Source: an optimization exercise on an open RTL-to-GDS flow (aim: small area, a short achievable clock period and few clock cycles). Production flows keep margins and buffers that such runs may drop.
Function was checked by simulation only, so behaviour that the tests miss may differ from the original.

--- design/flow/design.v ---
`timescale 1ns/1ps
package cmdq_cmd_pkg;
localparam int CMD_WIDTH = 32;
localparam int MEM_ADDR_WIDTH = 8;
localparam int MEM_DATA_WIDTH = 16;
localparam int MEM_DEPTH = 1 << MEM_ADDR_WIDTH;
localparam int COPY_LEN_WIDTH = 6;
localparam logic [1:0] OP_STORE = 2'b01;
localparam logic [1:0] OP_COPY = 2'b10;
typedef union packed {
	struct packed {
		logic [1:0] opcode;
		logic [MEM_ADDR_WIDTH-1:0] addr;
		logic [5:0] unused;
		logic [MEM_DATA_WIDTH-1:0] data;
	} store;
	struct packed {
		logic [1:0] opcode;
		logic [MEM_ADDR_WIDTH-1:0] dst;
		logic [MEM_ADDR_WIDTH-1:0] src;
		logic [COPY_LEN_WIDTH-1:0] len;
		logic [7:0] unused;
	} copy;
} cmd_word_u;
endpackage
`timescale 1ns/1ps
package cmdq_apb_pkg;
localparam logic [11:0] REG_CMD = 12'h000;
localparam logic [11:0] REG_STATUS = 12'h004;
localparam logic [11:0] REG_DONE = 12'h008;
localparam logic [11:0] REG_BAD = 12'h00C;
localparam logic [11:0] WIN_BASE = 12'h400;
localparam int ST_EMPTY = 0;
localparam int ST_FULL = 1;
localparam int ST_ALMOST_FULL = 2;
localparam int ST_IDLE = 3;
localparam int COUNT_WIDTH = 16;
endpackage
`timescale 1ns/1ps
module block_ram #(
	parameter int K = 16,
	parameter int KW = 4,
	parameter int RW = 4,
	parameter int DATA_WIDTH = 16
) (
	input logic clk,
	input logic [K*RW-1:0] rd_row,
	output logic [K*DATA_WIDTH-1:0] rd_data,
	input logic [K-1:0] we,
	input logic [K*RW-1:0] wr_row,
	input logic [K*DATA_WIDTH-1:0] wr_data
);
for (genvar b = 0; b < K; b++) begin : bank
	logic [DATA_WIDTH-1:0] mem [1 << RW];
	always_ff @(posedge clk) begin
		if (we[b])
			mem[wr_row[b*RW +: RW]] <= wr_data[b*DATA_WIDTH +: DATA_WIDTH];
	end
	assign rd_data[b*DATA_WIDTH +: DATA_WIDTH] = mem[rd_row[b*RW +: RW]];
end
endmodule
`timescale 1ns/1ps
module cmd_fifo #(
	parameter int DATA_WIDTH = 26,
	parameter int FIFO_DEPTH = 8,
	parameter int FIFO_ADDR_WIDTH = 3
) (
	input logic clk,
	input logic reset,
	input logic push,
	input logic [DATA_WIDTH-1:0] wdata,
	input logic pop,
	output logic [DATA_WIDTH-1:0] head,
	output logic [FIFO_ADDR_WIDTH:0] count
);
logic [DATA_WIDTH-1:0] mem [FIFO_DEPTH];
logic [FIFO_ADDR_WIDTH-1:0] write_ptr;
logic [FIFO_ADDR_WIDTH-1:0] read_ptr;
assign head = mem[read_ptr];
always_ff @(posedge clk) begin
	if (reset) begin
		write_ptr <= '0;
		read_ptr <= '0;
		count <= '0;
	end else begin
		if (push)
			write_ptr <= write_ptr + 1'b1;
		if (pop)
			read_ptr <= read_ptr + 1'b1;
		if (push && !pop)
			count <= count + 1'b1;
		else if (pop && !push)
			count <= count - 1'b1;
	end
end
always_ff @(posedge clk) begin
	if (push)
		mem[write_ptr] <= wdata;
end
endmodule
`timescale 1ns/1ps
module apb_regs (
	input logic clk,
	input logic reset,
	input logic [11:0] paddr,
	input logic psel,
	input logic penable,
	input logic pwrite,
	input logic [31:0] pwdata,
	output logic [31:0] prdata,
	output logic pready,
	output logic pslverr,
	output logic push,
	output logic [25:0] push_data,
	input logic room_next,
	input logic idle_next,
	input logic empty_next,
	input logic full_next,
	input logic almost_full_next,
	input logic cmd_done,
	input logic cmd_bad,
	output logic win_req,
	output logic win_we,
	output logic [7:0] win_addr,
	output logic [15:0] win_data,
	input logic win_ack,
	input logic win_rvalid,
	input logic [15:0] win_rdata
);
logic setup;
logic access;
logic hit_cmd;
logic hit_status;
logic hit_done;
logic hit_bad;
logic hit_win;
logic ok;
logic [15:0] rd_val;
logic pready_q;
logic pslverr_q;
logic [15:0] prdata_q;
logic t_cmd;
logic t_win;
logic win_started;
logic [cmdq_apb_pkg::COUNT_WIDTH-1:0] done_count;
logic [cmdq_apb_pkg::COUNT_WIDTH-1:0] bad_count;
assign setup = psel && !penable;
assign access = psel && penable;
assign hit_cmd = (paddr == cmdq_apb_pkg::REG_CMD);
assign hit_status = (paddr == cmdq_apb_pkg::REG_STATUS);
assign hit_done = (paddr == cmdq_apb_pkg::REG_DONE);
assign hit_bad = (paddr == cmdq_apb_pkg::REG_BAD);
assign hit_win = (paddr[11:10] == cmdq_apb_pkg::WIN_BASE[11:10]);
assign ok = hit_cmd || hit_win || (!pwrite && (hit_status || hit_done || hit_bad));
always_comb begin
	rd_val = '0;
	if (hit_status) begin
		rd_val[cmdq_apb_pkg::ST_EMPTY] = empty_next;
		rd_val[cmdq_apb_pkg::ST_FULL] = full_next;
		rd_val[cmdq_apb_pkg::ST_ALMOST_FULL] = almost_full_next;
		rd_val[cmdq_apb_pkg::ST_IDLE] = idle_next;
	end else if (hit_done) begin
		rd_val = done_count;
	end else if (hit_bad) begin
		rd_val = bad_count;
	end
end
assign prdata = {16'h0, prdata_q};
assign pready = pready_q;
assign pslverr = pslverr_q;
assign push = access && pready_q && t_cmd;
assign win_req = t_win && !win_started;
always_ff @(posedge clk) begin
	push_data <= {pwdata[31:22], pwdata[31] ? {pwdata[21:8], 2'b00} : pwdata[15:0]};
end
always_ff @(posedge clk) begin
	if (setup) begin
		win_we <= pwrite;
		win_addr <= paddr[9:2];
		win_data <= pwdata[15:0];
	end
end
always_ff @(posedge clk) begin
	if (setup)
		prdata_q <= rd_val;
	else if (win_rvalid)
		prdata_q <= win_rdata;
end
always_ff @(posedge clk) begin
	if (reset) begin
		pready_q <= 1'b0;
		pslverr_q <= 1'b0;
		t_cmd <= 1'b0;
		t_win <= 1'b0;
		win_started <= 1'b0;
	end else begin
		pready_q <= 1'b0;
		if (setup) begin
			pslverr_q <= !ok;
			if (!ok)
				pready_q <= 1'b1;
			else if (hit_cmd && pwrite) begin
				t_cmd <= 1'b1;
				pready_q <= room_next;
			end else if (hit_win)
				t_win <= 1'b1;
			else
				pready_q <= 1'b1;
		end else if (access) begin
			if (pready_q) begin
				t_cmd <= 1'b0;
				t_win <= 1'b0;
				win_started <= 1'b0;
			end else begin
				if (t_cmd)
					pready_q <= room_next;
				if (win_ack && win_we)
					pready_q <= 1'b1;
				if (win_rvalid)
					pready_q <= 1'b1;
			end
		end
		if (win_ack)
			win_started <= 1'b1;
	end
end
always_ff @(posedge clk) begin
	if (reset) begin
		done_count <= '0;
		bad_count <= '0;
	end else begin
		if (cmd_done)
			done_count <= done_count + 1'b1;
		if (cmd_bad)
			bad_count <= bad_count + 1'b1;
	end
end
endmodule
`timescale 1ns/1ps
module mem_arbiter (
	input logic clk,
	input logic reset,
	input logic req_a,
	input logic we_a,
	input logic [cmdq_cmd_pkg::MEM_ADDR_WIDTH-1:0] addr_a,
	input logic [cmdq_cmd_pkg::MEM_DATA_WIDTH-1:0] wdata_a,
	output logic gnt_a,
	input logic req_b,
	input logic we_b,
	input logic [cmdq_cmd_pkg::MEM_ADDR_WIDTH-1:0] addr_b,
	input logic [cmdq_cmd_pkg::MEM_DATA_WIDTH-1:0] wdata_b,
	output logic gnt_b,
	output logic [cmdq_cmd_pkg::MEM_DATA_WIDTH-1:0] rdata,
	output logic [cmdq_cmd_pkg::MEM_ADDR_WIDTH-1:0] ram_addr,
	output logic [cmdq_cmd_pkg::MEM_DATA_WIDTH-1:0] ram_wdata,
	output logic ram_we,
	input logic [cmdq_cmd_pkg::MEM_DATA_WIDTH-1:0] ram_rdata
);
logic last_b;
assign gnt_a = req_a && (!req_b || last_b);
assign gnt_b = req_b && !gnt_a;
assign ram_addr = gnt_b ? addr_b : addr_a;
assign ram_wdata = gnt_b ? wdata_b : wdata_a;
assign ram_we = (gnt_a && we_a) || (gnt_b && we_b);
assign rdata = ram_rdata;
always_ff @(posedge clk) begin
	if (reset)
		last_b <= 1'b0;
	else if (gnt_a)
		last_b <= 1'b0;
	else if (gnt_b)
		last_b <= 1'b1;
end
endmodule
`timescale 1ns/1ps
module cmd_executor #(
	parameter int K = 16,
	parameter int KW = 4,
	parameter int RW = 4,
	parameter int FIFO_DEPTH = 8,
	parameter int FIFO_ADDR_WIDTH = 3
) (
	input logic clk,
	input logic reset,
	input logic [25:0] head,
	input logic [FIFO_ADDR_WIDTH:0] count,
	input logic push,
	output logic pop,
	input logic win_req,
	input logic win_we,
	input logic [7:0] win_addr,
	input logic [15:0] win_data,
	output logic win_ack,
	output logic win_rvalid,
	output logic [15:0] win_rdata,
	output logic cmd_done,
	output logic cmd_bad,
	output logic idle_next,
	output logic empty_next,
	output logic full_next,
	output logic almost_full_next,
	output logic room_next,
	output logic [K*RW-1:0] rd_row,
	input logic [K*16-1:0] rd_data,
	output logic [K-1:0] we,
	output logic [K*RW-1:0] wr_row,
	output logic [K*16-1:0] wr_data
);
localparam logic [1:0] C_COPY = 2'd0;
localparam logic [1:0] C_WR = 2'd1;
localparam logic [1:0] C_RD = 2'd2;
localparam logic [1:0] C_NOP = 2'd3;
logic c_valid;
logic [1:0] c_kind;
logic c_cnt_done;
logic c_cnt_bad;
logic [7:0] c_src;
logic [7:0] c_dst;
logic [5:0] c_rem;
logic [8:0] c_p;
logic [15:0] c_data;
logic b_valid;
logic b_rd;
logic [7:0] b_dst;
logic [KW:0] b_n;
logic [K-1:0] b_mask;
logic [KW-1:0] b_rot;
logic [K*16-1:0] rd_q;
logic [KW:0] lim;
logic [KW:0] n;
logic [7:0] d_sb;
logic [7:0] d_bs;
logic hz;
logic stall;
logic issue;
logic last;
logic free;
logic wload;
logic [FIFO_ADDR_WIDTH:0] count_next;
logic [1:0] h_op;
logic [7:0] h_dst;
logic [7:0] h_src;
logic [5:0] h_len;
logic [7:0] h_p;
assign h_op = head[25:24];
assign h_dst = head[23:16];
assign h_src = head[15:8];
assign h_len = head[7:2];
assign h_p = h_dst - h_src;
assign lim = (c_p < K) ? c_p[KW:0] : (KW+1)'(K);
assign n = ({1'b0, c_rem} < 7'(lim)) ? c_rem[KW:0] : lim;
assign d_sb = c_src - b_dst;
assign d_bs = b_dst - c_src;
assign hz = b_valid && ((d_sb < 8'(b_n)) || (d_bs[7:KW] == '0));
assign stall = c_valid && (c_kind == C_COPY) && hz;
assign issue = c_valid && !stall;
assign last = issue && ((c_kind != C_COPY) || ({1'b0, c_rem} <= 7'(lim)));
assign free = !c_valid || last;
assign pop = free && (count != 0);
assign wload = !c_valid && !b_valid && (count == 0) && win_req;
assign win_ack = wload;
assign cmd_done = last && c_cnt_done;
assign cmd_bad = last && c_cnt_bad;
assign count_next = count + push - pop;
assign idle_next = (count_next == 0) && !((c_valid && !last) || pop) &&
	!(issue && (c_kind == C_COPY || c_kind == C_WR));
assign empty_next = (count_next == 0);
assign full_next = (count_next == FIFO_DEPTH);
assign almost_full_next = (count_next >= FIFO_DEPTH - 1);
assign room_next = (count < FIFO_DEPTH) || pop;
always_ff @(posedge clk) begin
	if (reset) begin
		c_valid <= 1'b0;
	end else if (issue && !last) begin
		c_rem <= c_rem - n;
		c_dst <= c_dst + n;
		if (c_p < K)
			c_p <= {c_p[7:0], 1'b0};
		else
			c_src <= c_src + n;
	end else if (free) begin
		c_valid <= pop || wload;
		if (pop) begin
			c_dst <= h_dst;
			c_src <= h_src;
			c_rem <= h_len;
			c_data <= head[15:0];
			c_p <= (h_p == 0) ? 9'd256 : {1'b0, h_p};
			c_cnt_done <= (h_op == cmdq_cmd_pkg::OP_STORE) || (h_op == cmdq_cmd_pkg::OP_COPY);
			c_cnt_bad <= !((h_op == cmdq_cmd_pkg::OP_STORE) || (h_op == cmdq_cmd_pkg::OP_COPY));
			if (h_op == cmdq_cmd_pkg::OP_STORE)
				c_kind <= C_WR;
			else if (h_op == cmdq_cmd_pkg::OP_COPY && h_len != 0)
				c_kind <= C_COPY;
			else
				c_kind <= C_NOP;
		end else begin
			c_dst <= win_addr;
			c_src <= win_addr;
			c_data <= win_data;
			c_cnt_done <= 1'b0;
			c_cnt_bad <= 1'b0;
			c_kind <= win_we ? C_WR : C_RD;
		end
	end
end
for (genvar b = 0; b < K; b++) begin : rd
	assign rd_row[b*RW +: RW] = c_src[7:KW] + RW'(KW'(b) < c_src[KW-1:0]);
end
always_ff @(posedge clk) begin
	rd_q <= rd_data;
	if (c_kind == C_WR)
		rd_q[15:0] <= c_data;
	b_dst <= c_dst;
	if (c_kind == C_WR) begin
		b_n <= 1;
		b_rot <= c_dst[KW-1:0];
	end else if (c_kind == C_RD) begin
		b_n <= n;
		b_rot <= -c_src[KW-1:0];
	end else begin
		b_n <= n;
		b_rot <= c_dst[KW-1:0] - c_src[KW-1:0];
	end
	for (int b = 0; b < K; b++)
		b_mask[b] <= (KW'(KW'(b) - c_dst[KW-1:0]) < ((c_kind == C_WR) ? (KW+1)'(1) : n));
end
always_ff @(posedge clk) begin
	if (reset) begin
		b_valid <= 1'b0;
		b_rd <= 1'b0;
	end else begin
		b_valid <= issue && (c_kind == C_COPY || c_kind == C_WR);
		b_rd <= issue && (c_kind == C_RD);
	end
end
logic [K*16-1:0] rot [KW+1];
assign rot[0] = rd_q;
for (genvar s = 0; s < KW; s++) begin : rs
	for (genvar b = 0; b < K; b++) begin : rb
		assign rot[s+1][b*16 +: 16] = b_rot[s] ? rot[s][((b + K - (1 << s)) % K)*16 +: 16] :
			rot[s][b*16 +: 16];
	end
end
for (genvar b = 0; b < K; b++) begin : wr
	assign we[b] = b_valid && b_mask[b];
	assign wr_row[b*RW +: RW] = b_dst[7:KW] + RW'(KW'(b) < b_dst[KW-1:0]);
end
assign wr_data = rot[KW];
assign win_rvalid = b_rd;
assign win_rdata = rot[KW][15:0];
endmodule
`timescale 1ns/1ps
module cmdq_top #(
	parameter int FIFO_DEPTH = 4,
	parameter int FIFO_ADDR_WIDTH = 2,
	parameter int K = 32,
	parameter int KW = 5
) (
	input logic clk,
	input logic reset,
	input logic [11:0] paddr,
	input logic psel,
	input logic penable,
	input logic pwrite,
	input logic [31:0] pwdata,
	output logic [31:0] prdata,
	output logic pready,
	output logic pslverr
);
localparam int RW = cmdq_cmd_pkg::MEM_ADDR_WIDTH - KW;
logic push;
logic [25:0] push_data;
logic pop;
logic [25:0] head;
logic [FIFO_ADDR_WIDTH:0] count;
logic room_next;
logic idle_next;
logic empty_next;
logic full_next;
logic almost_full_next;
logic cmd_done;
logic cmd_bad;
logic win_req;
logic win_we;
logic [7:0] win_addr;
logic [15:0] win_data;
logic win_ack;
logic win_rvalid;
logic [15:0] win_rdata;
logic [K*RW-1:0] rd_row;
logic [K*16-1:0] rd_data;
logic [K-1:0] we;
logic [K*RW-1:0] wr_row;
logic [K*16-1:0] wr_data;
apb_regs regs0 (
	.clk(clk),
	.reset(reset),
	.paddr(paddr),
	.psel(psel),
	.penable(penable),
	.pwrite(pwrite),
	.pwdata(pwdata),
	.prdata(prdata),
	.pready(pready),
	.pslverr(pslverr),
	.push(push),
	.push_data(push_data),
	.room_next(room_next),
	.idle_next(idle_next),
	.empty_next(empty_next),
	.full_next(full_next),
	.almost_full_next(almost_full_next),
	.cmd_done(cmd_done),
	.cmd_bad(cmd_bad),
	.win_req(win_req),
	.win_we(win_we),
	.win_addr(win_addr),
	.win_data(win_data),
	.win_ack(win_ack),
	.win_rvalid(win_rvalid),
	.win_rdata(win_rdata)
);
cmd_fifo #(
	.DATA_WIDTH(26),
	.FIFO_DEPTH(FIFO_DEPTH),
	.FIFO_ADDR_WIDTH(FIFO_ADDR_WIDTH)
) fifo0 (
	.clk(clk),
	.reset(reset),
	.push(push),
	.wdata(push_data),
	.pop(pop),
	.head(head),
	.count(count)
);
cmd_executor #(
	.K(K),
	.KW(KW),
	.RW(RW),
	.FIFO_DEPTH(FIFO_DEPTH),
	.FIFO_ADDR_WIDTH(FIFO_ADDR_WIDTH)
) exec0 (
	.clk(clk),
	.reset(reset),
	.head(head),
	.count(count),
	.push(push),
	.pop(pop),
	.win_req(win_req),
	.win_we(win_we),
	.win_addr(win_addr),
	.win_data(win_data),
	.win_ack(win_ack),
	.win_rvalid(win_rvalid),
	.win_rdata(win_rdata),
	.cmd_done(cmd_done),
	.cmd_bad(cmd_bad),
	.idle_next(idle_next),
	.empty_next(empty_next),
	.full_next(full_next),
	.almost_full_next(almost_full_next),
	.room_next(room_next),
	.rd_row(rd_row),
	.rd_data(rd_data),
	.we(we),
	.wr_row(wr_row),
	.wr_data(wr_data)
);
block_ram #(
	.K(K),
	.KW(KW),
	.RW(RW),
	.DATA_WIDTH(cmdq_cmd_pkg::MEM_DATA_WIDTH)
) scratch0 (
	.clk(clk),
	.rd_row(rd_row),
	.rd_data(rd_data),
	.we(we),
	.wr_row(wr_row),
	.wr_data(wr_data)
);
endmodule
--- design/flow/config.mk ---
export PLATFORM = sky130hd
export DESIGN_NAME = cmdq_top
export DESIGN_NICKNAME = cmdq_top
export VERILOG_FILES = /design/flow/design.v
export SDC_FILE = /design/flow/constraint.sdc
export NUM_CORES = 4
export LEC_CHECK = 0
export CAP_MARGIN = 20
export CELL_PAD_IN_SITES_DETAIL_PLACEMENT = 1
export CELL_PAD_IN_SITES_GLOBAL_PLACEMENT = 2
export CORE_MARGIN = 2
export CORE_UTILIZATION = 35
export SLEW_MARGIN = 20
export SYNTH_MEMORY_MAX_BITS = 8192
--- design/flow/constraint.sdc ---
create_clock -name core_clock -period 8.0 [get_ports {clk}]
set_input_delay 1.6000 -clock core_clock [delete_from_list [all_inputs] [get_ports {clk}]]
set_output_delay 1.6000 -clock core_clock [all_outputs]
set_load 0.01 [all_outputs]
--- design/flow/run.sh ---
#!/bin/bash
# synth_recipe.tcl (not shown) runs the flow's synth.tcl, then flattens the netlist and writes it again
# the make line also repeats each setting of config.mk as NAME=value (left out here)
make -C /OpenROAD-flow-scripts/flow DESIGN_CONFIG=/design/flow/config.mk WORK_HOME=/design/flow/orfs CLKGATE_MAP_FILE= SYNTH_SCRIPT=/design/flow/synth_recipe.tcl finish
==> key figures, run 1 <==
Setup path
  • Worst r2r src: exec0.c_src[0]$_DFFE_PP_
  • Arr. time, crit path: 6.87 ns
  • WS Path Type: flop to flop
  • Worst path required time: 8.94 ns
  • Worst Setup SP: exec0.c_src[0]$_DFFE_PP_
  • Worst setup SP type: flop
  • Critical path capture point type: flop
  • Crit Path Max Fanout: 22

Drt
  • DRT iter0 DRCs: 14700
  • Post-route ant nets: 0
  • DR WL/cell: 40.2 um
  • DRT Wirelength: 828000 um
  • DR vias: 119000
  • First drt pass iteration count: 6
  • Via density: 5.78
  • Final routed DRC violation total: 0

Yosys
  • Simple-gate share of the synthesized area: 2.72%
  • Ys flop type: edfxtp_1
  • Flops & latches, synth: 4930
  • EDFF count, synth: 4292
  • Register area share after synthesis: 66.6%
  • Synth warn: 5
  • Synth Instances: 11500
  • Synth top area share: 60.6%
  • Adder-cell share of the synthesized area: 1.61%
  • Xor/xnor share of the synthesized area: 0.614%
  • Asr flop ratio synth: 0%
  • Synth unique cells: 72
  • Ranking of synthesized cells by area: edfxtp_1 (61%), mux4_2 (17%), dfxtp_1 (6.0%), mux2_2 (4.1%), mux2i_1 (3.7%)
  • Main combinational cell family by area after synthesis: multiplexers
  • Netlist Area Pre-Place: 213000 um2
  • Mapped Avg Cell Area: 18.5 um2
  • Post-synthesis mux area share: 24.5%
  • Cell taking the most area after synthesis: edfxtp_1
  • Complex-gate fraction of the synthesized area: 2.28%

STA
  • Hold slack: 0.463 ns
  • Slew Viols, Final: 0
  • Endpoints failing hold: 0
  • Final TNS setup: 0 ns
  • Clk_skew: 0.104 ns
  • # setup viols final: 0
  • Slew headroom: 6.88%
  • Fin crit share: 74.1%
  • Slew @ Worst Pin: 1.39 ns
  • Final critical-path required period: 5.93 ns
  • RSZ-0062 raised after global routing: false
  • Peak Freq: 0.169 GHz

Cells and area
  • Fillers: 57900
  • Share of layout cells above drive strength 1: 32.2%
  • # nets final: 12300
  • Area added between synthesis and finish: 15.3%
  • Commonest non-fill, non-tap cell in the layout: edfxtp_1
  • Commonest cells after routing, fill and taps aside: edfxtp_1 (4292), mux4_2 (1566), mux2_2 (776)

Global routing
  • GRT Total Usage: 26.4%
  • Grt ovf: 0
  • First-pass GRT wire length: 1090000 um
  • Pin count of the biggest net entering global routing: 213
  • Number of global-route vias before repair: 119000
  • Initial antenna violation count: 84

Die
  • Initial Util: 35.1%
  • Num rows: 286
  • Core ar.: 606000 um2
  • I/O pin total: 83
  • DIE AREA: 614000 um2
  • Die width: 783 um
  • Die Ht: 783 um

Clock tree
  • Clock tree sinks: 4930
  • TritonCTS Buffers: 544
  • # Post-CTS Setup Buffers: 0
  • Root buffer cell: clkbuf_16
  • Hold Buf Count CTS: 0
  • Skew-Pair Late Insertion Delay: 1.13 ns
  • Max Root-Sink Buffers: 4
  • CTS H-tree lvls: 6
  • CTS tree: yes
  • Resize count post-CTS: 0
  • Reg clk slew, reported paths: 0.06 ns

Place
  • PortBufs: 66
  • GP Congestion: 0.990
  • HPWL after DPL: 623000 um

Status
  • Status: finished clean

Run
  • Max Cap Violations: 0

Hold path
  • Hold_sp: regs0.push_data[2]$_DFF_P_
  • Worst Hold Class: flop to flop
## kinds of logic (layout without fill, tap and decap cells)
group / count (synthesis) / in the layout
other cells: 1 / 105
xor+xnor: 147 / 147
fa+ha+maj: 269 / 269
simple gates: 1311 / 1311
compound gates: 859 / 859
flops: 4930 / 4930
mux: 3150 / 3150
buf+inv: 845 / 1787
## layout make-up
cell class,instances,area [um2],share of cell area [%]
repair buffers,643,5310,2.17
flip-flops and latches,4930,142000,57.8
well taps,8064,10100,4.12
clock inverters,247,3310,1.35
inverters,139,529,0.216
clock buffers,758,14900,6.08
multi-input cells,5752,69000,28.2
diodes,89,223,0.0909
## stage by stage
stage / util (%) / setup slack (ns) / instance area [um2] / cells
after floorplan: - / 2.95 / 213000 / 11500
after global placement: 37.4 / 1.66 / 226000 / 19500
after global routing: 40.4 / 1.77 / 245000 / 20600
final: 40.4 / 2.07 / 245000 / 20600
after CTS: 40.4 / 2.08 / 245000 / 20500
after detailed placement: 37.4 / 2.05 / 226000 / 19500
## state kept, by name (all words and copies together) (netlist names), 9 cells and up, named ones only
signal             count
scratch0.bank.mem   4096
regs0.done_count      16
regs0.prdata_q        16
exec0.c_data          16
regs0.win_data        16
regs0.push_data       26
exec0.b_mask          32
exec0.c_p              9
regs0.bad_count       16
fifo0.mem            104
exec0.rd_q           512
## final timing paths
path | slack, ns | to | depth (start not counted)
max reg2reg | 2.07 | regs0.prdata_q[3]$_DFFE_PP_ | 27
min reg2reg | 0.46 | fifo0.mem[2][2]$_DFFE_PP_ | 0
min | 0.46 | fifo0.mem[2][2]$_DFFE_PP_ | 0
max | 2.07 | regs0.prdata_q[3]$_DFFE_PP_ | 27
## per-layer routing
layer | GRT usage (%) | part of all wire [%]
met1 | 35.9 | 41
met3 | 5.31 | 8.0
met5 | 0 | 0.015
met4 | 14.4 | 6.6
met2 | 40.1 | 45
## synthesized netlist by cell type, drive strengths merged, types with 8 or more instances
master and n:
and2 8, ha 261, fa 8, a22oi 15, xnor2 73, buf 278, a221oi 12, nand3 83
o21a 11, dfxtp 638, inv 135, nand3b 34, nand2 691, o211a 21, nand2b 19, a2bb2oi 13
or4 23, nor4 8, or3 8, o31ai 24, nor2 204, mux2 801, o21ai 597, xor2 74
edfxtp 4292, clkbuf 428, mux2i 783, a21oi 90, nand4 17, o22ai 15, mux4 1566, and3 17
nor3 157, a21o 17, nor2b 21
## worst max-delay path, stage by stage, from the launching register on
cell and delay, ns:
edfxtp_1 0.58, inv_1 0.19, ha_1 0.22, inv_1 0.07, fa_1 0.40, a21oi_1 0.30, inv_1 0.09, a21oi_1 0.21
xnor2_1 0.16, ha_1 0.27, o2111a_1 0.14, o31ai_1 0.10, nand4_1 0.17, a311o_1 0.40, o21ai_4 0.11, nor2_2 0.08
buf_4 0.25, ha_1 0.40, inv_1 0.09, ha_1 0.13, inv_1 0.05, fa_1 0.39, xnor2_1 0.20, xnor2_1 0.17
nand4b_1 0.18, nor2_1 0.19, nand3_1 0.09, a31oi_1 0.20
Testbench counts, summed over its fixed seeds: cycles 1,361.
==> run 2, diff against run 1 <==
--- a/design/flow/design.v
+++ b/design/flow/design.v
@@ -322,21 +322,17 @@
 logic b_valid;
 logic b_rd;
 logic [7:0] b_dst;
-logic [KW:0] b_n;
 logic [K-1:0] b_mask;
 logic [KW-1:0] b_rot;
 logic [K*16-1:0] rd_q;
 logic [KW:0] lim;
 logic [KW:0] n;
-logic [7:0] d_sb;
-logic [7:0] d_bs;
 logic hz;
 logic stall;
 logic issue;
 logic last;
 logic free;
 logic wload;
-logic [FIFO_ADDR_WIDTH:0] count_next;
 logic [1:0] h_op;
 logic [7:0] h_dst;
 logic [7:0] h_src;
@@ -349,10 +345,29 @@
 assign h_p = h_dst - h_src;
 assign lim = (c_p < K) ? c_p[KW:0] : (KW+1)'(K);
 assign n = ({1'b0, c_rem} < 7'(lim)) ? c_rem[KW:0] : lim;
-assign d_sb = c_src - b_dst;
-assign d_bs = b_dst - c_src;
-assign hz = b_valid && ((d_sb < 8'(b_n)) || (d_bs[7:KW] == '0));
-assign stall = c_valid && (c_kind == C_COPY) && hz;
+logic hz_q;
+logic [KW:0] n_w;
+logic [7:0] d_hs;
+logic [7:0] d_sh;
+assign n_w = (c_kind == C_WR) ? (KW+1)'(1) : n;
+assign d_hs = h_src - c_dst;
+assign d_sh = c_dst - h_src;
+always_comb begin
+	hz = 1'b0;
+	if (issue && (c_kind == C_COPY || c_kind == C_WR)) begin
+		if (!last)
+			hz = (c_p < K) || (c_p < 9'(n) + K);
+		else
+			hz = (d_hs < 8'(n_w)) || (d_sh[7:KW] == '0);
+	end
+end
+always_ff @(posedge clk) begin
+	if (reset)
+		hz_q <= 1'b0;
+	else
+		hz_q <= hz;
+end
+assign stall = c_valid && (c_kind == C_COPY) && hz_q;
 assign issue = c_valid && !stall;
 assign last = issue && ((c_kind != C_COPY) || ({1'b0, c_rem} <= 7'(lim)));
 assign free = !c_valid || last;
@@ -361,12 +376,10 @@
 assign win_ack = wload;
 assign cmd_done = last && c_cnt_done;
 assign cmd_bad = last && c_cnt_bad;
-assign count_next = count + push - pop;
-assign idle_next = (count_next == 0) && !((c_valid && !last) || pop) &&
-	!(issue && (c_kind == C_COPY || c_kind == C_WR));
-assign empty_next = (count_next == 0);
-assign full_next = (count_next == FIFO_DEPTH);
-assign almost_full_next = (count_next >= FIFO_DEPTH - 1);
+assign idle_next = (count == 0) && !push && (!c_valid || c_kind == C_NOP);
+assign empty_next = (count == 0);
+assign full_next = (count == FIFO_DEPTH);
+assign almost_full_next = (count >= FIFO_DEPTH - 1);
 assign room_next = (count < FIFO_DEPTH) || pop;
 always_ff @(posedge clk) begin
 	if (reset) begin
@@ -412,16 +425,12 @@
 	if (c_kind == C_WR)
 		rd_q[15:0] <= c_data;
 	b_dst <= c_dst;
-	if (c_kind == C_WR) begin
-		b_n <= 1;
+	if (c_kind == C_WR)
 		b_rot <= c_dst[KW-1:0];
-	end else if (c_kind == C_RD) begin
-		b_n <= n;
+	else if (c_kind == C_RD)
 		b_rot <= -c_src[KW-1:0];
-	end else begin
-		b_n <= n;
+	else
 		b_rot <= c_dst[KW-1:0] - c_src[KW-1:0];
-	end
 	for (int b = 0; b < K; b++)
 		b_mask[b] <= (KW'(KW'(b) - c_dst[KW-1:0]) < ((c_kind == C_WR) ? (KW+1)'(1) : n));
 end
==> key figures, run 2 <==
Cells and area
  • Area added between synthesis and finish: 15.6%
  • Largest regs: scratch0.bank.mem x4096, exec0.rd_q x512, fifo0.mem x104
  • Design Area, Final: 245000 um2
  • Largest Register: scratch0.bank.mem
  • Commonest cells after routing, fill and taps aside: edfxtp_1 (4292), mux4_2 (1559), nand2_1 (777)
  • # nets final: 12300
  • Max reg flops: 4096
  • Commonest non-fill, non-tap cell in the layout: edfxtp_1
  • Share of layout cells above drive strength 1: 31.9%

Setup path
  • Worst Path Buf+Inv: 3
  • Crit-path leading delay family: compound AO/OA/AOI/OAI gates
  • Worst setup SP type: flop
  • Worst-path cell chain: or4_4, inv_2, and2_1, inv_1, ha_1, and4_1, o21a_1, nor2_1, o21ai_0, inv_1, ha_1, nor2b_1, o21ai_0, o221a_2, o211ai_1, o211ai_1, or2_2, a21oi_1
  • CP max stage delay: 0.83 ns
  • WS Path Type: flop to flop
  • Worst Setup SP: exec0.c_p[7]$_DFFE_PP_
  • Worst path required time: 8.83 ns
  • Critical path capture point type: flop
  • Worst r2r src: exec0.c_p[7]$_DFFE_PP_
  • Crit Path Max Fanout: 14
  • Arr. time, crit path: 6.57 ns
  • Slowest CP cell: o21ai_0

Drt
  • Final routed DRC violation total: 0
  • DR vias: 119000
  • Post-route ant nets: 0
  • DRT Wirelength: 851000 um
  • Via density: 5.78
  • First drt pass iteration count: 5
  • DR WL/cell: 41.2 um
  • DRT iter0 DRCs: 13700

Die
  • Initial Util: 35.2%
  • Die width: 782 um
  • Core ar.: 603000 um2
  • DIE AREA: 612000 um2
  • Die Ht: 782 um
  • I/O pin total: 83
  • Num rows: 285

Run
  • Max Cap Violations: 0

Place
  • GP Congestion: 1.04
  • HPWL after DPL: 642000 um
  • PortBufs: 66
  • Post-Place Cell Area: 226000 um2

Yosys
  • Register area share after synthesis: 66.7%
  • EDFF count, synth: 4292
  • Synth top area share: 60.8%
  • Post-synth top cells: edfxtp_1 (4292), mux4_2 (1559), mux2i_1 (790)
  • Synth Instances: 11500
  • Cell taking the most area after synthesis: edfxtp_1
  • Most common cell in the synthesized netlist: edfxtp_1
  • Netlist Area Pre-Place: 212000 um2
  • Synth warn: 5
  • Synth unique cells: 75
  • Mapped Avg Cell Area: 18.4 um2
  • Flops & latches, synth: 4925
  • Asr flop ratio synth: 0%
  • Ranking of synthesized cells by area: edfxtp_1 (61%), mux4_2 (17%), dfxtp_1 (6.0%), mux2_2 (4.1%), mux2i_1 (3.7%)
  • Ys flop type: edfxtp_1

Global routing
  • GRT Total Usage: 27.3%
  • First-pass GRT wire length: 1120000 um
  • Initial antenna violation count: 95
  • Number of global-route vias before repair: 119000
  • Pin count of the biggest net entering global routing: 182
  • Grt ovf: 0

Clock tree
  • Root buffer cell: clkbuf_16
  • Reg clk slew, reported paths: 0.06 ns
  • Resize count post-CTS: 0
  • # Post-CTS Setup Buffers: 0
  • Clock tree sinks: 4925
  • Hold Buf Count CTS: 0
  • CTS tree: yes
  • TritonCTS Buffers: 553
  • Skew-Pair Late Insertion Delay: 1.12 ns
  • CTS H-tree lvls: 6
  • Max Root-Sink Buffers: 4

STA
  • RSZ-0062 raised after global routing: false
  • Fin crit share: 71.8%
  • Slew @ Worst Pin: 1.40 ns
  • Final TNS setup: 0 ns
  • Peak Freq: 0.174 GHz
  • Slew Viols, Final: 0
  • Clk_skew: 0.0833 ns
  • Final critical-path required period: 5.75 ns
  • Endpoints failing hold: 0
  • # setup viols final: 0
  • Slew headroom: 5.94%

Hold path
  • Hold_sp: regs0.pslverr_q$_SDFFE_PP0P_
  • Worst Hold Class: flop to flop

Status
  • Status: finished clean
==> run 2: changes by cell type after synthesis, sizes merged, moves of 21 or more <==
cell,before,now
a31oi,3,25
inv,135,104
mux2,801,768
nand2,691,778
nand3,83,58
nor2,204,268
nor3,157,135
o211a,21,0
o211ai,2,33
o31ai,24,3
==> run 2: metrics by stage <==
step	hold WS, ns	cells	worst slack (ns)	util [%]
after floorplan	0.404	11500	3.38	-
after global placement	0.446	19400	2.14	37.4
after detailed placement	0.456	19500	2.20	37.4
after CTS	0.469	20500	2.13	40.5
after global routing	0.491	20600	1.74	40.6
final	0.464	20600	2.25	40.6
==> run 2: worst register-to-register path, delay by kind of cell (launching register included) <==
| family | cells | cell delay, ns |
|---|---|---|
| buffers and inverters | 3 | 0.66 |
| and+or+nand+nor | 6 | 1.64 |
| AOI/OAI and AO/OA | 7 | 2.14 |
| adders and majority gates | 2 | 0.63 |
| DFF | 1 | 0.42 |
==> run 2: path summary, 6_finish.rpt <==
check	to	slack, ns	cells past startpoint
min	regs0.pslverr_q$_SDFFE_PP0P_	0.46	2
min reg2reg	regs0.pslverr_q$_SDFFE_PP0P_	0.46	2
max	exec0.c_rem[5]$_DFFE_PP_	2.25	18
max reg2reg	exec0.c_rem[5]$_DFFE_PP_	2.25	18
==> run 2: cell families after synthesis <==
kind of cell    Yosys count  share of synthesized area [%]
compound gates          855                           2.22
xor+xnor                179                          0.743
fa+ha+maj               268                           1.61
buf+inv                 803                           1.52
flops                  4925                           66.7
mux                    3119                           24.4
other cells               1                        0.00177
simple gates           1383                           2.77
==> run 2: area by class of cell <==
| cell class | count | area (um2) |
|---|---|---|
| fill | 57700 | 358000 |
| sequential | 4925 | 142000 |
| multi-input combinational | 5820 | 69100 |
| clock buffer | 772 | 15300 |
| tap | 8036 | 10100 |
| timing repair buffer | 597 | 5100 |
| clock inverter | 253 | 3290 |
| inverter | 106 | 405 |
| antenna | 122 | 305 |
==> run 2: metal layers <==
layer  vias up  wire length [um]  GRT usage, %
li1      47800                 -             -
met1     64900            344000          36.7
met2      5364            381000          41.8
met3      1176             68700          5.48
met4        20             57400          14.7
met5         -               127             0
Testbench counts of run 2, summed over its fixed seeds: cycles 1,361.
==> run 3, diff against run 2 <==
--- a/design/flow/design.v
+++ b/design/flow/design.v
@@ -50,13 +50,24 @@
 	input logic [K*RW-1:0] wr_row,
 	input logic [K*DATA_WIDTH-1:0] wr_data
 );
+localparam int R = 1 << RW;
 for (genvar b = 0; b < K; b++) begin : bank
-	logic [DATA_WIDTH-1:0] mem [1 << RW];
-	always_ff @(posedge clk) begin
-		if (we[b])
-			mem[wr_row[b*RW +: RW]] <= wr_data[b*DATA_WIDTH +: DATA_WIDTH];
+	logic [DATA_WIDTH-1:0] word [R];
+	logic [R-1:0] rsel;
+	logic [DATA_WIDTH-1:0] rd;
+	for (genvar r = 0; r < R; r++) begin : row
+		assign rsel[r] = (rd_row[b*RW +: RW] == RW'(r));
+		always_ff @(posedge clk) begin
+			if (we[b] && wr_row[b*RW +: RW] == RW'(r))
+				word[r] <= wr_data[b*DATA_WIDTH +: DATA_WIDTH];
+		end
+	end
+	always_comb begin
+		rd = '0;
+		for (int r = 0; r < R; r++)
+			rd = rd | ({DATA_WIDTH{rsel[r]}} & word[r]);
 	end
-	assign rd_data[b*DATA_WIDTH +: DATA_WIDTH] = mem[rd_row[b*RW +: RW]];
+	assign rd_data[b*DATA_WIDTH +: DATA_WIDTH] = rd;
 end
 endmodule
 `timescale 1ns/1ps
@@ -181,10 +192,7 @@
 	end
 end
 always_ff @(posedge clk) begin
-	if (setup)
-		prdata_q <= rd_val;
-	else if (win_rvalid)
-		prdata_q <= win_rdata;
+	prdata_q <= setup ? rd_val : win_rdata;
 end
 always_ff @(posedge clk) begin
 	if (reset) begin
@@ -317,7 +325,9 @@
 logic [7:0] c_src;
 logic [7:0] c_dst;
 logic [5:0] c_rem;
-logic [8:0] c_p;
+logic [KW:0] c_lim;    
+logic c_near;          
+logic [KW-1:0] c_rot;  
 logic [15:0] c_data;
 logic b_valid;
 logic b_rd;
@@ -325,14 +335,17 @@
 logic [K-1:0] b_mask;
 logic [KW-1:0] b_rot;
 logic [K*16-1:0] rd_q;
-logic [KW:0] lim;
-logic [KW:0] n;
 logic hz;
+logic hz_q;
 logic stall;
 logic issue;
 logic last;
 logic free;
 logic wload;
+logic [KW:0] n;
+logic [5:0] n_w;
+logic [7:0] d_hs;
+logic [7:0] d_sh;
 logic [1:0] h_op;
 logic [7:0] h_dst;
 logic [7:0] h_src;
@@ -343,20 +356,25 @@
 assign h_src = head[15:8];
 assign h_len = head[7:2];
 assign h_p = h_dst - h_src;
-assign lim = (c_p < K) ? c_p[KW:0] : (KW+1)'(K);
-assign n = ({1'b0, c_rem} < 7'(lim)) ? c_rem[KW:0] : lim;
-logic hz_q;
-logic [KW:0] n_w;
-logic [7:0] d_hs;
-logic [7:0] d_sh;
-assign n_w = (c_kind == C_WR) ? (KW+1)'(1) : n;
+assign stall = c_valid && (c_kind == C_COPY) && hz_q;
+assign issue = c_valid && !stall;
+assign last = issue && ((c_kind != C_COPY) || ({1'b0, c_rem} <= 7'(c_lim)));
+assign free = !c_valid || last;
+assign pop = free && (count != 0);
+assign wload = !c_valid && !b_valid && (count == 0) && win_req;
+assign win_ack = wload;
+assign cmd_done = last && c_cnt_done;
+assign cmd_bad = last && c_cnt_bad;
+assign n = (c_kind == C_WR) ? (KW+1)'(1) :
+	({1'b0, c_rem} <= 7'(c_lim)) ? c_rem[KW:0] : c_lim;
+assign n_w = (c_kind == C_WR) ? 6'd1 : c_rem;
 assign d_hs = h_src - c_dst;
 assign d_sh = c_dst - h_src;
 always_comb begin
 	hz = 1'b0;
 	if (issue && (c_kind == C_COPY || c_kind == C_WR)) begin
 		if (!last)
-			hz = (c_p < K) || (c_p < 9'(n) + K);
+			hz = c_near;
 		else
 			hz = (d_hs < 8'(n_w)) || (d_sh[7:KW] == '0);
 	end
@@ -367,15 +385,6 @@
 	else
 		hz_q <= hz;
 end
-assign stall = c_valid && (c_kind == C_COPY) && hz_q;
-assign issue = c_valid && !stall;
-assign last = issue && ((c_kind != C_COPY) || ({1'b0, c_rem} <= 7'(lim)));
-assign free = !c_valid || last;
-assign pop = free && (count != 0);
-assign wload = !c_valid && !b_valid && (count == 0) && win_req;
-assign win_ack = wload;
-assign cmd_done = last && c_cnt_done;
-assign cmd_bad = last && c_cnt_bad;
 assign idle_next = (count == 0) && !push && (!c_valid || c_kind == C_NOP);
 assign empty_next = (count == 0);
 assign full_next = (count == FIFO_DEPTH);
@@ -385,12 +394,14 @@
 	if (reset) begin
 		c_valid <= 1'b0;
 	end else if (issue && !last) begin
-		c_rem <= c_rem - n;
-		c_dst <= c_dst + n;
-		if (c_p < K)
-			c_p <= {c_p[7:0], 1'b0};
-		else
-			c_src <= c_src + n;
+		c_rem <= c_rem - 6'(c_lim);
+		c_dst <= c_dst + 8'(c_lim);
+		if (c_lim[KW]) begin
+			c_src <= c_src + 8'(K);
+		end else begin
+			c_lim <= c_lim[KW-1] ? (KW+1)'(K) : {c_lim[KW-1:0], 1'b0};
+			c_rot <= c_rot + c_lim[KW-1:0];
+		end
 	end else if (free) begin
 		c_valid <= pop || wload;
 		if (pop) begin
@@ -398,7 +409,9 @@
 			c_src <= h_src;
 			c_rem <= h_len;
 			c_data <= head[15:0];
-			c_p <= (h_p == 0) ? 9'd256 : {1'b0, h_p};
+			c_lim <= (h_p == 0 || h_p[7:KW] != 0) ? (KW+1)'(K) : (KW+1)'(h_p);
+			c_near <= (h_p != 0) && (h_p[7:KW+1] == 0);
+			c_rot <= (h_op == cmdq_cmd_pkg::OP_STORE) ? h_dst[KW-1:0] : h_p[KW-1:0];
 			c_cnt_done <= (h_op == cmdq_cmd_pkg::OP_STORE) || (h_op == cmdq_cmd_pkg::OP_COPY);
 			c_cnt_bad <= !((h_op == cmdq_cmd_pkg::OP_STORE) || (h_op == cmdq_cmd_pkg::OP_COPY));
 			if (h_op == cmdq_cmd_pkg::OP_STORE)
@@ -411,6 +424,7 @@
 			c_dst <= win_addr;
 			c_src <= win_addr;
 			c_data <= win_data;
+			c_rot <= win_we ? win_addr[KW-1:0] : -win_addr[KW-1:0];
 			c_cnt_done <= 1'b0;
 			c_cnt_bad <= 1'b0;
 			c_kind <= win_we ? C_WR : C_RD;
@@ -425,14 +439,9 @@
 	if (c_kind == C_WR)
 		rd_q[15:0] <= c_data;
 	b_dst <= c_dst;
-	if (c_kind == C_WR)
-		b_rot <= c_dst[KW-1:0];
-	else if (c_kind == C_RD)
-		b_rot <= -c_src[KW-1:0];
-	else
-		b_rot <= c_dst[KW-1:0] - c_src[KW-1:0];
+	b_rot <= c_rot;
 	for (int b = 0; b < K; b++)
-		b_mask[b] <= (KW'(KW'(b) - c_dst[KW-1:0]) < ((c_kind == C_WR) ? (KW+1)'(1) : n));
+		b_mask[b] <= ((KW+1)'(KW'(KW'(b) - c_dst[KW-1:0])) < n);
 end
 always_ff @(posedge clk) begin
 	if (reset) begin
--- a/design/flow/config.mk
+++ b/design/flow/config.mk
@@ -5,10 +5,14 @@
 export SDC_FILE = /design/flow/constraint.sdc
 export NUM_CORES = 4
 export LEC_CHECK = 0
+export ABC_CLOCK_PERIOD_IN_PS = 3400
 export CAP_MARGIN = 20
 export CELL_PAD_IN_SITES_DETAIL_PLACEMENT = 1
 export CELL_PAD_IN_SITES_GLOBAL_PLACEMENT = 2
 export CORE_MARGIN = 2
-export CORE_UTILIZATION = 35
+export CORE_UTILIZATION = 55
+export CTS_CLUSTER_DIAMETER = 80
+export CTS_CLUSTER_SIZE = 25
+export SETUP_SLACK_MARGIN = 4.6
 export SLEW_MARGIN = 20
 export SYNTH_MEMORY_MAX_BITS = 8192
==> key figures, run 3 <==
Place
  • GP Congestion: 1.09
  • HPWL after DPL: 634000 um
  • PortBufs: 66
  • Dpl cells: 17700

Clock tree
  • Clock tree sinks: 4928
  • Skew-Pair Late Insertion Delay: 1.03 ns
  • Max Root-Sink Buffers: 4
  • CTS tree: yes
  • TritonCTS Buffers: 233
  • Root buffer cell: clkbuf_16
  • CTS H-tree lvls: 4
  • Reg clk slew, reported paths: 0.10 ns
  • Hold Buf Count CTS: 0

Drt
  • Post-route ant nets: 0
  • Final routed DRC violation total: 0
  • Met3 wire length: 117000 um
  • DR WL/cell: 47.0 um
  • DR vias: 135000
  • First drt pass iteration count: 8
  • Highest Signal Layer: met5
  • Via density: 7.35
  • Detail Route met2 WL: 374000 um
  • DRT Wirelength: 865000 um
  • DRT iter0 DRCs: 22100
  • Met1 wire length: 296000 um

Cells and area
  • Non-Filler Instances: 18400
  • Largest Register: scratch0.bank.word
  • Multi-input logic area: 64900 um2
  • Share of layout cells above drive strength 1: 20.7%
  • Commonest cells after routing, fill and taps aside: edfxtp_1 (4279), a22oi_1 (1941), nand2_1 (857)
  • Max reg flops: 4096
  • Area added between synthesis and finish: 11.5%
  • Commonest non-fill, non-tap cell in the layout: edfxtp_1
  • Fillers: 32500
  • FF/Latch Area: 142000 um2
  • Largest regs: scratch0.bank.word x4096, exec0.rd_q x512, fifo0.mem x104
  • # nets final: 13400

Global routing
  • First-pass GRT wire length: 1140000 um
  • Grt ovf: 0
  • GRT Total Usage: 45.3%
  • Initial antenna violation count: 110
  • Pin count of the biggest net entering global routing: 172
  • Number of global-route vias before repair: 130000

Yosys
  • Complex-gate fraction of the synthesized area: 9.42%
  • Simple-gate share of the synthesized area: 5.32%
  • Asr flop ratio synth: 0%
  • EDFF count, synth: 4279
  • Mapped Avg Cell Area: 15.9 um2
  • Main combinational cell family by area after synthesis: multiplexers
  • Netlist Area Pre-Place: 204000 um2
  • Adder-cell share of the synthesized area: 1.63%
  • Post-synthesis mux area share: 11.8%
  • Cell taking the most area after synthesis: edfxtp_1
  • Register area share after synthesis: 69.3%
  • Synth top area share: 63.0%
  • Most common cell in the synthesized netlist: edfxtp_1
  • Synth unique cells: 78
  • Xor/xnor share of the synthesized area: 0.887%
  • Post-synth top cells: edfxtp_1 (4279), a22oi_1 (1953), nand2_1 (879)
  • Ys flop type: edfxtp_1
  • Flops & latches, synth: 4928
  • Synth Instances: 12800
  • Ranking of synthesized cells by area: edfxtp_1 (63%), a22oi_1 (7.2%), mux4_2 (6.8%), dfxtp_1 (6.4%), mux2i_1 (3.5%)
  • Synth warn: 37

STA
  • Final critical-path required period: 3.58 ns
  • Slew @ Worst Pin: 1.29 ns
  • # setup viols final: 0
  • Slew Viols, Final: 0
  • Slew headroom: 13.6%
  • Fin crit share: 44.7%
  • Peak Freq: 0.280 GHz
  • Clk_skew: 0.0863 ns
  • RSZ-0062 raised after global routing: true
  • Endpoints failing hold: 0
  • Hold slack: 0.413 ns
  • Final TNS setup: 0 ns

Status
  • Status: finished clean

Die
  • Die Ht: 613 um
  • I/O pin total: 83
  • Die width: 613 um
  • Core ar.: 369000 um2
  • DIE AREA: 376000 um2
  • Num rows: 223
  • Initial Util: 55.3%

Setup path
  • R2R Setup Slk: 4.42 ns
  • Worst r2r src: exec0.c_src[2]$_DFFE_PP_
  • WS Path Type: flop to flop
  • Arr. time, crit path: 4.29 ns
  • Crit Path Max Fanout: 16
  • Worst path required time: 8.71 ns
  • FF-to-FF path depth: 9
  • R2R Path End: exec0.rd_q[315]$_DFF_P_
  • Critical path capture point type: flop
  • Worst setup SP type: flop

Hold path
  • Hold Crit Depth: 0
  • Worst Hold Class: flop to flop
  • Hold worst-path end: exec0.b_rot[3]$_DFF_P_
  • Hold_sp: exec0.c_rot[3]$_DFFE_PP_

Run
  • Max Cap Violations: 0
==> run 3: cell count changes after synthesis, sizes merged, moves of 67 or more <==
cell	change
a22oi	+1938
buf	-67
clkbuf	+86
mux2	-505
mux2i	-71
mux4	-945
nand2	+101
nand4	+489
nor2	+173
o21ai	-93
==> run 3: cell families after synthesis <==
logic type	count (synthesis)
xor gates and xnor gates	205
DFF	4928
buffers and inverters	809
adders and majority gates	262
and+or+nand+nor	2302
AOI/OAI and AO/OA	2736
muxes	1598
other	1
==> run 3: worst max path at each step <==
stage | startpoint | to | slack (ns)
6_report | exec0.c_src[2]$_DFFE_PP_ | exec0.rd_q[315]$_DFF_P_ | 4.42
3_5_place_dp | psel | regs0.prdata_q[9]$_DFF_P_ | 3.20
2_1_floorplan | exec0.b_dst[5]$_DFF_P_ | scratch0.bank[29].word[4][0]$_DFFE_PP_ | 4.36
4_1_cts | exec0.c_src[1]$_DFFE_PP_ | exec0.rd_q[202]$_DFF_P_ | 4.44
5_1_grt | exec0.c_src[3]$_DFFE_PP_ | exec0.rd_q[67]$_DFF_P_ | 4.37
3_3_place_gp | exec0.b_rot[0]$_DFF_P_ | scratch0.bank[12].word[0][14]$_DFFE_PP_ | 3.15
==> run 3: routing by layer <==
layer | global-route usage [%] | vias up
met4 | 33.3 | 28
met2 | 65.6 | 9970
met3 | 15.0 | 1755
met1 | 57.2 | 70700
met5 | 0 | -
li1 | - | 52600
==> run 3: through the flow <==
stage	util (%)	instance area (um2)	setup WS, ns
floorplan	-	204000	4.36
global route	61.6	227000	4.37
global placement	58.0	214000	3.15
detailed placement	58.0	214000	3.20
finish	61.6	228000	4.42
CTS	60.9	225000	4.44
==> run 3: timing repair <==
action	4_1_cts	5_1_grt
gates cloned	11	3
buffers inserted	77	70
pin swaps	48	54
gates resized for setup	595	336
endpoints found under the setup margin	6083	1831
==> run 3: cell type report <==
type                            count  area share [%]
Antenna cell                      131           0.144
Multi-Input combinational cell   7119            28.5
Tap cell                         4950            2.72
Sequential cell                  4928            62.2
Timing Repair inverter              2         0.00605
Clock buffer                      397            2.88
Inverter                           93           0.167
Timing Repair Buffer              726            3.03
Clock inverter                     36           0.318
==> run 3: critical path, cell delays in order (launching register included) <==
cell,delay (ns)
edfxtp_1,0.43
buf_12,0.18
o21ai_0,0.54
inv_1,0.15
ha_1,0.23
ha_1,0.25
xor2_2,0.46
nor2_4,0.25
a22oi_1,0.33
nand4_1,0.45
Testbench counts of run 3, summed over its fixed seeds: cycles 1,361.
==> run 4, diff against run 3 <==
--- a/design/flow/design.v
+++ b/design/flow/design.v
@@ -44,7 +44,7 @@
 	parameter int DATA_WIDTH = 16
 ) (
 	input logic clk,
-	input logic [K*RW-1:0] rd_row,
+	input logic [K*(1<<RW)-1:0] rd_sel,
 	output logic [K*DATA_WIDTH-1:0] rd_data,
 	input logic [K-1:0] we,
 	input logic [K*RW-1:0] wr_row,
@@ -54,9 +54,9 @@
 for (genvar b = 0; b < K; b++) begin : bank
 	logic [DATA_WIDTH-1:0] word [R];
 	logic [R-1:0] rsel;
+	assign rsel = rd_sel[b*R +: R];
 	logic [DATA_WIDTH-1:0] rd;
 	for (genvar r = 0; r < R; r++) begin : row
-		assign rsel[r] = (rd_row[b*RW +: RW] == RW'(r));
 		always_ff @(posedge clk) begin
 			if (we[b] && wr_row[b*RW +: RW] == RW'(r))
 				word[r] <= wr_data[b*DATA_WIDTH +: DATA_WIDTH];
@@ -181,16 +181,10 @@
 assign pslverr = pslverr_q;
 assign push = access && pready_q && t_cmd;
 assign win_req = t_win && !win_started;
-always_ff @(posedge clk) begin
-	push_data <= {pwdata[31:22], pwdata[31] ? {pwdata[21:8], 2'b00} : pwdata[15:0]};
-end
-always_ff @(posedge clk) begin
-	if (setup) begin
-		win_we <= pwrite;
-		win_addr <= paddr[9:2];
-		win_data <= pwdata[15:0];
-	end
-end
+assign push_data = {pwdata[31:22], pwdata[31] ? {pwdata[21:8], 2'b00} : pwdata[15:0]};
+assign win_we = pwrite;
+assign win_addr = paddr[9:2];
+assign win_data = pwdata[15:0];
 always_ff @(posedge clk) begin
 	prdata_q <= setup ? rd_val : win_rdata;
 end
@@ -308,7 +302,7 @@
 	output logic full_next,
 	output logic almost_full_next,
 	output logic room_next,
-	output logic [K*RW-1:0] rd_row,
+	output logic [K*(1<<RW)-1:0] rd_sel,
 	input logic [K*16-1:0] rd_data,
 	output logic [K-1:0] we,
 	output logic [K*RW-1:0] wr_row,
@@ -322,7 +316,9 @@
 logic [1:0] c_kind;
 logic c_cnt_done;
 logic c_cnt_bad;
-logic [7:0] c_src;
+logic [(1<<RW)-1:0] c_row;
+logic [(1<<RW)-1:0] c_row1;
+logic [K-1:0] c_ahead;
 logic [7:0] c_dst;
 logic [5:0] c_rem;
 logic [KW:0] c_lim;    
@@ -397,7 +393,8 @@
 		c_rem <= c_rem - 6'(c_lim);
 		c_dst <= c_dst + 8'(c_lim);
 		if (c_lim[KW]) begin
-			c_src <= c_src + 8'(K);
+			c_row <= {c_row[(1<<RW)-2:0], c_row[(1<<RW)-1]};
+			c_row1 <= {c_row1[(1<<RW)-2:0], c_row1[(1<<RW)-1]};
 		end else begin
 			c_lim <= c_lim[KW-1] ? (KW+1)'(K) : {c_lim[KW-1:0], 1'b0};
 			c_rot <= c_rot + c_lim[KW-1:0];
@@ -406,7 +403,10 @@
 		c_valid <= pop || wload;
 		if (pop) begin
 			c_dst <= h_dst;
-			c_src <= h_src;
+			c_row <= (1<<RW)'(1) << h_src[7:KW];
+			c_row1 <= (1<<RW)'(1) << RW'(h_src[7:KW] + 1'b1);
+			for (int b = 0; b < K; b++)
+				c_ahead[b] <= (KW'(b) < h_src[KW-1:0]);
 			c_rem <= h_len;
 			c_data <= head[15:0];
 			c_lim <= (h_p == 0 || h_p[7:KW] != 0) ? (KW+1)'(K) : (KW+1)'(h_p);
@@ -422,7 +422,10 @@
 				c_kind <= C_NOP;
 		end else begin
 			c_dst <= win_addr;
-			c_src <= win_addr;
+			c_row <= (1<<RW)'(1) << win_addr[7:KW];
+			c_row1 <= (1<<RW)'(1) << RW'(win_addr[7:KW] + 1'b1);
+			for (int b = 0; b < K; b++)
+				c_ahead[b] <= (KW'(b) < win_addr[KW-1:0]);
 			c_data <= win_data;
 			c_rot <= win_we ? win_addr[KW-1:0] : -win_addr[KW-1:0];
 			c_cnt_done <= 1'b0;
@@ -432,12 +435,13 @@
 	end
 end
 for (genvar b = 0; b < K; b++) begin : rd
-	assign rd_row[b*RW +: RW] = c_src[7:KW] + RW'(KW'(b) < c_src[KW-1:0]);
+	assign rd_sel[b*(1<<RW) +: (1<<RW)] = c_ahead[b] ? c_row1 : c_row;
 end
+logic [K*16-1:0] rd_w;
+assign rd_w[K*16-1:16] = rd_data[K*16-1:16];
+assign rd_w[15:0] = (c_kind == C_WR) ? c_data : rd_data[15:0];
 always_ff @(posedge clk) begin
-	rd_q <= rd_data;
-	if (c_kind == C_WR)
-		rd_q[15:0] <= c_data;
+	rd_q <= c_rot[0] ? {rd_w[K*16-17:0], rd_w[K*16-1 -: 16]} : rd_w;
 	b_dst <= c_dst;
 	b_rot <= c_rot;
 	for (int b = 0; b < K; b++)
@@ -452,9 +456,9 @@
 		b_rd <= issue && (c_kind == C_RD);
 	end
 end
-logic [K*16-1:0] rot [KW+1];
-assign rot[0] = rd_q;
-for (genvar s = 0; s < KW; s++) begin : rs
+logic [K*16-1:0] rot [1:KW];
+assign rot[1] = rd_q;
+for (genvar s = 1; s < KW; s++) begin : rs
 	for (genvar b = 0; b < K; b++) begin : rb
 		assign rot[s+1][b*16 +: 16] = b_rot[s] ? rot[s][((b + K - (1 << s)) % K)*16 +: 16] :
 			rot[s][b*16 +: 16];
@@ -506,7 +510,7 @@
 logic win_ack;
 logic win_rvalid;
 logic [15:0] win_rdata;
-logic [K*RW-1:0] rd_row;
+logic [K*(1<<RW)-1:0] rd_sel;
 logic [K*16-1:0] rd_data;
 logic [K-1:0] we;
 logic [K*RW-1:0] wr_row;
@@ -579,7 +583,7 @@
 	.full_next(full_next),
 	.almost_full_next(almost_full_next),
 	.room_next(room_next),
-	.rd_row(rd_row),
+	.rd_sel(rd_sel),
 	.rd_data(rd_data),
 	.we(we),
 	.wr_row(wr_row),
@@ -592,7 +596,7 @@
 	.DATA_WIDTH(cmdq_cmd_pkg::MEM_DATA_WIDTH)
 ) scratch0 (
 	.clk(clk),
-	.rd_row(rd_row),
+	.rd_sel(rd_sel),
 	.rd_data(rd_data),
 	.we(we),
 	.wr_row(wr_row),
--- a/design/flow/config.mk
+++ b/design/flow/config.mk
@@ -10,7 +10,7 @@
 export CELL_PAD_IN_SITES_DETAIL_PLACEMENT = 1
 export CELL_PAD_IN_SITES_GLOBAL_PLACEMENT = 2
 export CORE_MARGIN = 2
-export CORE_UTILIZATION = 55
+export CORE_UTILIZATION = 45
 export CTS_CLUSTER_DIAMETER = 80
 export CTS_CLUSTER_SIZE = 25
 export SETUP_SLACK_MARGIN = 4.6
==> key figures, run 4 <==
Cells and area
  • Non-Filler Instances: 18200
  • Largest Register: scratch0.bank.word
  • Commonest cells after routing, fill and taps aside: edfxtp_1 (4293), a22oi_1 (1071), mux4_2 (1046)
  • Commonest non-fill, non-tap cell in the layout: edfxtp_1
  • Area added between synthesis and finish: 9.66%
  • # nets final: 12100
  • Share of layout cells above drive strength 1: 20.5%
  • Max reg flops: 4096
  • Design Area, Final: 227000 um2
  • Largest regs: scratch0.bank.word x4096, exec0.rd_q x512, fifo0.mem x104

Yosys
  • EDFF count, synth: 4293
  • Synth Instances: 11800
  • Flops & latches, synth: 4915
  • Netlist Area Pre-Place: 207000 um2
  • Asr flop ratio synth: 0%
  • Ranking of synthesized cells by area: edfxtp_1 (62%), mux4_2 (11%), dfxtp_1 (6.0%), a22oi_1 (3.9%), mux2i_1 (2.4%)
  • Post-synth top cells: edfxtp_1 (4293), a22oi_1 (1071), mux4_2 (1046)
  • Register area share after synthesis: 68.3%
  • Synth top area share: 62.3%
  • Mapped Avg Cell Area: 17.5 um2
  • Cell taking the most area after synthesis: edfxtp_1
  • Synth unique cells: 78
  • Most common cell in the synthesized netlist: edfxtp_1
  • Synth warn: 37
  • Ys flop type: edfxtp_1

STA
  • Clk_skew: 0.0629 ns
  • Slew headroom: 15.3%
  • Fin crit share: 43.9%
  • Endpoints failing hold: 0
  • Slew Viols, Final: 0
  • Peak Freq: 0.285 GHz
  • # setup viols final: 0
  • Slew @ Worst Pin: 1.27 ns
  • Final critical-path required period: 3.51 ns
  • Worst setup margin: 4.49 ns
  • Final TNS setup: 0 ns
  • RSZ-0062 raised after global routing: true

Global routing
  • First-pass GRT wire length: 1200000 um
  • Number of global-route vias before repair: 124000
  • GRT Total Usage: 39.2%
  • Initial antenna violation count: 168
  • Grt ovf: 0
  • Pin count of the biggest net entering global routing: 190

Drt
  • Via density: 7.17
  • DR WL/cell: 51.0 um
  • DRT Wirelength: 930000 um
  • DR vias: 131000
  • First drt pass iteration count: 6
  • Post-route ant nets: 0
  • DRT iter0 DRCs: 22200
  • Final routed DRC violation total: 0

Die
  • DIE AREA: 465000 um2
  • Die Ht: 682 um
  • Num rows: 248
  • I/O pin total: 83
  • Core ar.: 457000 um2
  • Die width: 682 um
  • Initial Util: 45.3%

Hold path
  • Worst Hold Class: flop to flop
  • Hold Crit Depth: 2

Place
  • HPWL after DPL: 688000 um
  • GP Congestion: 1.01
  • Pre-CTS WS: 3.67 ns
  • Post-Place Cell Area: 216000 um2
  • Dpl cells: 17600
  • PortBufs: 66

Clock tree
  • CTS tree: yes
  • Hold Buf Count CTS: 0
  • Reg clk slew, reported paths: 0.09 ns
  • CTS H-tree lvls: 5
  • Root buffer cell: clkbuf_16
  • TritonCTS Buffers: 267
  • Max Root-Sink Buffers: 4
  • Clock tree sinks: 4915
  • Skew-Pair Late Insertion Delay: 1.00 ns

Run
  • Max Cap Violations: 0

Setup path
  • Critical path capture point type: flop
  • WS Path Type: flop to flop
  • Worst setup SP type: flop
  • Arr. time, crit path: 4.27 ns
  • Worst path required time: 8.76 ns
  • Crit Path Max Fanout: 16
  • FF-to-FF path depth: 7

Status
  • Status: finished clean
run 4: layout make-up:
type	instances	area, um2
clock buffers	324	7180
flip-flops and latches	4915	141000
repair inverters	1	11.3
inverters	99	417
clock inverters	94	1210
fillers	41800	230000
diodes	82	205
well taps	6125	7660
repair buffers	536	4990
multi-input cells	6072	63700
run 4: per-layer routing:
layer | GRT usage [%] | vias up | routed length, um
met5 | 0 | - | 195
met1 | 51.9 | 70800 | 347000
met3 | 11.6 | 1422 | 112000
met4 | 24.5 | 32 | 70000
met2 | 56.9 | 8638 | 401000
li1 | - | 49900 | -
run 4: worst paths after layout:
kind                                                      from                             end  slack, ns
worst max-delay path                 exec0.c_row1[1]$_DFFE_PP_         exec0.rd_q[438]$_DFF_P_       4.49
worst min-delay path            regs0.win_started$_SDFFE_PP0P_  regs0.win_started$_SDFFE_PP0P_       0.48
worst max register to register       exec0.c_row1[1]$_DFFE_PP_         exec0.rd_q[438]$_DFF_P_       4.49
worst min register to register  regs0.win_started$_SDFFE_PP0P_  regs0.win_started$_SDFFE_PP0P_       0.48
run 4: stage by stage:
| stage | util (%) | hold slack, ns |
|---|---|---|
| 2_1_floorplan | - | 0.355 |
| 3_3_place_gp | 47.3 | 0.444 |
| 3_5_place_dp | 47.3 | 0.449 |
| 4_1_cts | 49.4 | 0.471 |
| 5_1_grt | 49.6 | 0.506 |
| 6_report | 49.6 | 0.483 |
run 4: critical path, stage by stage, from the launching register on:
cell and delay [ns]:
edfxtp_1 0.58, buf_4 0.30, buf_4 0.25, mux2_2 0.51, a22o_1 0.27, a221oi_1 0.20, and3_1 0.83, mux2i_1 0.31
run 4: what timing repair did:
action | 4_1_cts | 5_1_grt
cloned | 2 | 5
resized for setup | 114 | 99
endpoints found under the hold margin | 0 | 0
pin swaps | 13 | 44
setup buffers | 62 | 32
setup endpoints to repair | 2070 | 740
run 4: cells by family (layout without fill, tap and decap cells):
family | Yosys count | count (layout) | synth area share (%)
flip-flops | 4915 | 4915 | 68.3
AO/OA/AOI/OAI | 2544 | 2544 | 9.48
multiplexers | 1815 | 1815 | 15.3
AND/OR/NAND/NOR | 1367 | 1367 | 3.49
buffers and inverters | 846 | 1054 | 1.62
adder cells (fa/ha/maj) | 199 | 199 | 1.23
XOR/XNOR | 131 | 131 | 0.561
other | 1 | 98 | 0.00181
Testbench counts of run 4, summed over its fixed seeds: cycles 1,361.

==> static timing again, ports no longer ideal <==
In the flow no input, the clock included, has a driving cell. The finished layouts below were timed again as built, in two steps.
Step 1, drivers: a clkbuf_16 drives clk and a buf_2 each remaining input, both assumed.
Step 2 moves the port delays by t, midway between the first and last clock arrival at a register: inputs arrive t later, outputs are due t later. That takes back most of the time a late clock gives input paths.
a / b / c = ideal / step 1 / step 2; a / b = the first two.
| run | t, ns | setup slack, ns | worst hold slack (ns) | clock arrival spread, ns | worst register clock-pin slew, ns |
|---|---|---|---|---|---|
| run 1 | 1.210 | 2.069 / 2.069 / 2.069 | 0.463 / 0.463 / 0.463 | 0.104 / 0.104 | 0.07 / 0.07 |
| run 2 | 1.225 | 2.253 / 2.253 / 2.253 | 0.464 / 0.464 / 0.464 | 0.083 / 0.083 | 0.08 / 0.08 |
| run 3 | 1.119 | 4.422 / 4.422 / 3.839 | 0.413 / 0.413 / 0.413 | 0.093 / 0.093 | 0.11 / 0.11 |
| run 4 | 1.096 | 4.487 / 4.487 / 3.812 | 0.483 / 0.483 / 0.483 | 0.064 / 0.064 | 0.11 / 0.11 |
After both steps every run listed still meets setup and hold. The setup slack of run 4, which loses most, moves by 0.000 ns with the drivers and by -0.675 ns with both steps.
